Source: an optimization exercise on an open RTL-to-GDS flow (aim: small area). Production flows keep margins and buffers that such runs may drop. At most, simulation tests tie the RTL to the original design; equivalence was not proved.

==> flow/design.v <==
package frer_pkg;
    localparam int NUM_PORTS  = 4;
    localparam int PORT_IDX_W = 2;
    localparam int SEQ_W    = 16;
    localparam int HANDLE_W = 4;
    localparam int NUM_STREAMS = 16;
    localparam logic [SEQ_W-1:0] INVALID_SEQ = '1;
    localparam logic [15:0] RESET_TICKS = 16'd50;
    typedef logic [NUM_PORTS-1:0] port_mask_t;   
    typedef struct packed {
        logic [SEQ_W-1:0]    seq_num;   
        logic [HANDLE_W-1:0] handle;    
    } tag_info_t;
    typedef enum logic [1:0] {
        VERDICT_NONE    = 2'd0,   
        VERDICT_PASS    = 2'd1,
        VERDICT_DISCARD = 2'd2
    } verdict_e;
    typedef enum logic [1:0] {
        ST_IDLE   = 2'd0,
        ST_LOOKUP = 2'd1,
        ST_DECIDE = 2'd2,
        ST_REPORT = 2'd3
    } ctrl_state_e;
endpackage
`timescale 1ns/1ps
module match_recovery_top (
    input  logic        i_clk,
    input  logic        i_rst,
    input  logic [3:0]  i_tag_valid,
    input  logic [79:0] i_tag,   
    output logic [3:0]  o_pass_en,
    output logic [3:0]  o_discard_en,
    output logic [3:0]  o_judge_finish
);
    logic [1:0]  r_state;     
    logic [1:0]  r_grant;     
    logic [3:0]  r_pending;
    logic [19:0] r_tag [4];   
    logic [5:0]  r_time;      
    logic        r_done;      
    logic        r_hit;       
    logic [1:0] next_idx;
    logic       next_found;
    logic [1:0] cand;
    always_comb begin
        next_found = 1'b0;
        next_idx   = r_grant;
        cand       = r_grant;
        for (int k = 1; k <= 4; k++) begin
            cand = r_grant + 2'(k);
            if (!next_found && r_pending[cand]) begin
                next_found = 1'b1;
                next_idx   = cand;
            end
        end
    end
    wire       idle   = (r_state == 2'd0);
    wire       report = (r_state == 2'd3);
    wire [3:0] finish = report ? (4'b0001 << r_grant) : 4'b0000;
    always_ff @(posedge i_clk) begin
        if (i_rst) begin
            r_state <= 2'd0;
            r_grant <= 2'd3;
        end else if (idle) begin
            if (next_found) begin
                r_grant <= next_idx;
                r_state <= 2'd1;
            end
        end else begin
            r_state <= r_state + 2'd1;
        end
    end
    always_ff @(posedge i_clk) begin
        if (i_rst) r_pending <= 4'b0000;
        else       r_pending <= (r_pending & ~finish) | i_tag_valid;
    end
    wire busy = r_state[0] ^ r_state[1];
    always_ff @(posedge i_clk) begin
        for (int p = 0; p < 4; p++) begin
            if (i_tag_valid[p] && !(busy && r_grant == 2'(p)))
                r_tag[p] <= i_tag[p*20 +: 20];
        end
    end
    wire [5:0] time_n     = r_time + 6'd1;
    wire [2:0] time_n_hi1 = time_n[5:3] + 3'd1;
    always_ff @(posedge i_clk) begin
        if (i_rst) r_time <= 6'd0;
        else       r_time <= time_n;
    end
    wire [19:0] cur  = r_tag[r_grant];
    wire [3:0]  h    = cur[3:0];
    wire [15:0] s    = cur[19:4];
    wire        sval = (s != 16'hffff);
    logic [15:0] s_seq [16];
    logic [5:0]  s_t   [16];
    logic [15:0] s_a;
    logic [15:0] s_q;
    function automatic logic [3:0] tap_of(input logic [3:0] slot);
        case (slot)
            4'd0:    tap_of = 4'b1000;
            4'd3:    tap_of = 4'b1001;
            4'd6:    tap_of = 4'b1010;
            4'd9:    tap_of = 4'b1011;
            4'd12:   tap_of = 4'b1100;
            4'd15:   tap_of = 4'b1101;
            default: tap_of = 4'b0000;
        endcase
    endfunction
    logic       r_at;    
    logic [2:0] r_ti;
    wire  [3:0] h_next = !idle ? h
                       : i_tag_valid[next_idx] ? i_tag[next_idx*20 +: 4]
                       : r_tag[next_idx][3:0];
    wire        win_next = !i_rst && (idle ? next_found : !report);
    wire        done_next = !idle && (r_done || r_at);
    wire  [3:0] tap_next = tap_of(h_next + r_time[3:0] + 4'd1);
    always_ff @(posedge i_clk) begin
        r_at <= win_next && !done_next && tap_next[3];
        r_ti <= tap_next[2:0];
    end
    wire [2:0] ti     = r_ti;
    wire       at_tap = r_at;
    logic [15:0] e_seq;
    logic [5:0]  e_t;
    logic        e_a;
    logic        e_q;
    always_comb begin
        case (ti)
            3'd0:    begin e_seq = s_seq[0];  e_t = s_t[0];  e_a = s_a[0];  e_q = s_q[0];  end
            3'd1:    begin e_seq = s_seq[3];  e_t = s_t[3];  e_a = s_a[3];  e_q = s_q[3];  end
            3'd2:    begin e_seq = s_seq[6];  e_t = s_t[6];  e_a = s_a[6];  e_q = s_q[6];  end
            3'd3:    begin e_seq = s_seq[9];  e_t = s_t[9];  e_a = s_a[9];  e_q = s_q[9];  end
            3'd4:    begin e_seq = s_seq[12]; e_t = s_t[12]; e_a = s_a[12]; e_q = s_q[12]; end
            default: begin e_seq = s_seq[15]; e_t = s_t[15]; e_a = s_a[15]; e_q = s_q[15]; end
        endcase
    end
    wire [5:0] g_i  = r_time - {4'd0, r_state};   
    wire [5:0] d    = r_time - e_t;
    logic      old54;
    logic      at52;
    always_comb begin
        case (r_state)
            2'd1:    begin old54 = (d >= 6'd55); at52 = (d == 6'd53); end
            2'd2:    begin old54 = (d >= 6'd56); at52 = (d == 6'd54); end
            default: begin old54 = (d >= 6'd57); at52 = (d == 6'd55); end
        endcase
    end
    wire       ta   = e_a | e_q | old54;
    wire       eq   = (e_seq == s);
    wire       vpass = sval & (ta | ~eq);
        wire       qnew  = ~e_a & at52;
    for (genvar i = 0; i < 16; i++) begin : g_slot
        localparam int J = (i + 15) % 16;   
        logic [15:0] nseq;
        logic [5:0]  nt;
        logic        na;
        logic        nq;
        if ((J % 3) == 0) begin : g_tap
            wire wr = at_tap && (ti == 3'(J / 3));
            assign nseq = (wr && sval)  ? s     : s_seq[J];
            assign nt   = (wr && vpass) ? g_i   : s_t[J];
            assign nq   = (wr && vpass) ? qnew  : s_q[J];
            assign na   = i_rst | (s_a[J] & ~(wr && vpass));
        end else if (J == 2 || J == 10) begin : g_scrub
            wire [5:0] a = r_time - s_t[J];
            wire old = (a[5:3] == 3'b111);
            assign nseq = s_seq[J];
            assign nt   = s_t[J];
            assign nq   = s_q[J];
            assign na   = i_rst | s_a[J] | old;
        end else begin : g_plain
            assign nseq = s_seq[J];
            assign nt   = s_t[J];
            assign nq   = s_q[J];
            assign na   = i_rst | s_a[J];
        end
        always_ff @(posedge i_clk) begin
            s_seq[i] <= nseq;
            s_t[i]   <= nt;
            s_a[i]   <= na;
            s_q[i]   <= nq;
        end
    end
    always_ff @(posedge i_clk) begin
        r_done <= done_next;
    end
    wire hit = ~ta & eq;
    always_ff @(posedge i_clk) begin
        if (at_tap && !report) r_hit <= hit;
    end
    wire fhit  = (at_tap && report) ? hit : r_hit;
    wire fpass = sval & ~fhit;
    wire fdisc = sval & fhit;
    assign o_judge_finish = finish;
    assign o_pass_en      = finish & {4{fpass}};
    assign o_discard_en   = finish & {4{fdisc}};
endmodule
clock: 5.0 ns
lec_check: 0
abc_area: 1
cap_margin: 20
core_margin: 2
core_utilization: 40
cts_cluster_diameter: 100
cts_cluster_size: 30
slew_margin: 20
standard.sh (not shown) runs the stock make flow with config.mk's settings and CLKGATE_MAP_FILE= SYNTH_SCRIPT=/design/flow/synth_recipe.tcl, a recipe that flattens the netlist after the stock synthesis.
==> flow/flow/run.sh <==
#!/bin/bash
# The standard layout (standard.sh) with these changes:
#  - synthesis is synth_recipe.tcl unchanged, except that ABC maps the logic
#    with an area script (flow/synth_nf.tcl, flow/abc_nf.script)
#  - port buffers use the smallest buffer cell (BUFFER_PORTS_ARGS)
#  - clock tree synthesis runs without dummy loads (CTS_ARGS)
# Each tool's output goes to ORFS's per-step logs under orfs/logs; make's own
# output goes to flow_make.log here.
set -euo pipefail
export FLOW_WORK="$PWD"
export BUFFER_PORTS_ARGS="-buffer_cell sky130_fd_sc_hd__buf_1"
export CTS_ARGS="-sink_clustering_enable -repair_clock_nets -sink_clustering_size 30 -sink_clustering_max_diameter 100 -dont_use_dummy_load"
sed "s#SYNTH_SCRIPT=[^ ]*synth_recipe.tcl#SYNTH_SCRIPT=$PWD/flow/synth_nf.tcl#" standard.sh > standard_nf.sh
grep -q "SYNTH_SCRIPT=$PWD/flow/synth_nf.tcl" standard_nf.sh
bash standard_nf.sh > flow_make.log 2>&1
==> flow/flow/abc_nf.script <==
strash
&get -n
&fraig -x
&put
scorr
dc2
strash
&get -n
&dch -f
&nf -R 1000
&put
==> flow/flow/synth_nf.tcl <==
# The standard synthesis (synth_recipe.tcl, sourced unchanged below) with one
# change: the ABC run that maps the combinational logic uses abc_nf.script, an
# area-oriented script (&nf mapper), in place of ORFS's abc_area.script.
# Flip-flops are mapped before ABC runs, so the registers are the same.
proc abc {args} {
  set i [lsearch -exact $args -script]
  if {$i >= 0 && [string match *abc_area.script [lindex $args [expr {$i + 1}]]]} {
    lset args [expr {$i + 1}] $::env(FLOW_WORK)/flow/abc_nf.script
  }
  yosys abc {*}$args
}
source $::env(FLOW_WORK)/synth_recipe.tcl
The first run reached the layout checks and failed them: negative setup slack.
Rerun with:
--- a/flow/design.v
+++ b/flow/design.v
@@ -134,24 +134,15 @@
             3'd4:    begin e_seq = s_seq[12]; e_t = s_t[12]; e_a = s_a[12]; e_q = s_q[12]; end
             default: begin e_seq = s_seq[15]; e_t = s_t[15]; e_a = s_a[15]; e_q = s_q[15]; end
         endcase
     end
     wire [5:0] g_i  = r_time - {4'd0, r_state};   
-    wire [5:0] d    = r_time - e_t;
-    logic      old54;
-    logic      at52;
-    always_comb begin
-        case (r_state)
-            2'd1:    begin old54 = (d >= 6'd55); at52 = (d == 6'd53); end
-            2'd2:    begin old54 = (d >= 6'd56); at52 = (d == 6'd54); end
-            default: begin old54 = (d >= 6'd57); at52 = (d == 6'd55); end
-        endcase
-    end
-    wire       ta   = e_a | e_q | old54;
+    wire [5:0] age  = g_i - e_t;                   
+    wire       ta   = e_a | e_q | (age >= 6'd54);
     wire       eq   = (e_seq == s);
     wire       vpass = sval & (ta | ~eq);
-        wire       qnew  = ~e_a & at52;
+        wire       qnew  = ~e_a & (age == 6'd52);
     for (genvar i = 0; i < 16; i++) begin : g_slot
         localparam int J = (i + 15) % 16;   
         logic [15:0] nseq;
         logic [5:0]  nt;
         logic        na;
After rerunning: The changed run completed without violations. First-iteration DRC count came out higher by about 18%. Via count came out lower by about 0.9%. Wire length stays flat. Clock skew came out higher by 0.014 ns. Worst setup slack gains 0.32 ns. Synthesized area came out lower by 0.56%. Utilization came out lower by 1.2 points. Fmax came out higher by about 6.6%.
Function not checked in the first run of this note: the RTL went through the layout flow alone.

## separate check: timing with driven ports
No port has a modelled driver above. Below, the same layouts with a new extraction and two added sets of constraints.
Step 1 sets driving cells, clkbuf_16 on the clock port and buf_2 on the other inputs (assumed; they add their load-dependent delay and slew).
Step 2 times the ports against the registers' clock, not the clock port: input delays grow and output delays shrink by t, the midpoint of the rising clock arrivals with the driver on.
a / b / c = no drivers / after step 1 / after step 2; a / b = the first two.
| run | t, ns | setup slack, ns | worst setup path after step 2 |
|---|---|---|---|
| the first run | 0.574 | -0.134 / -0.183 / -0.100 | register to register |
| the second run | 0.569 | 0.182 / 0.133 / 0.343 | register to register |
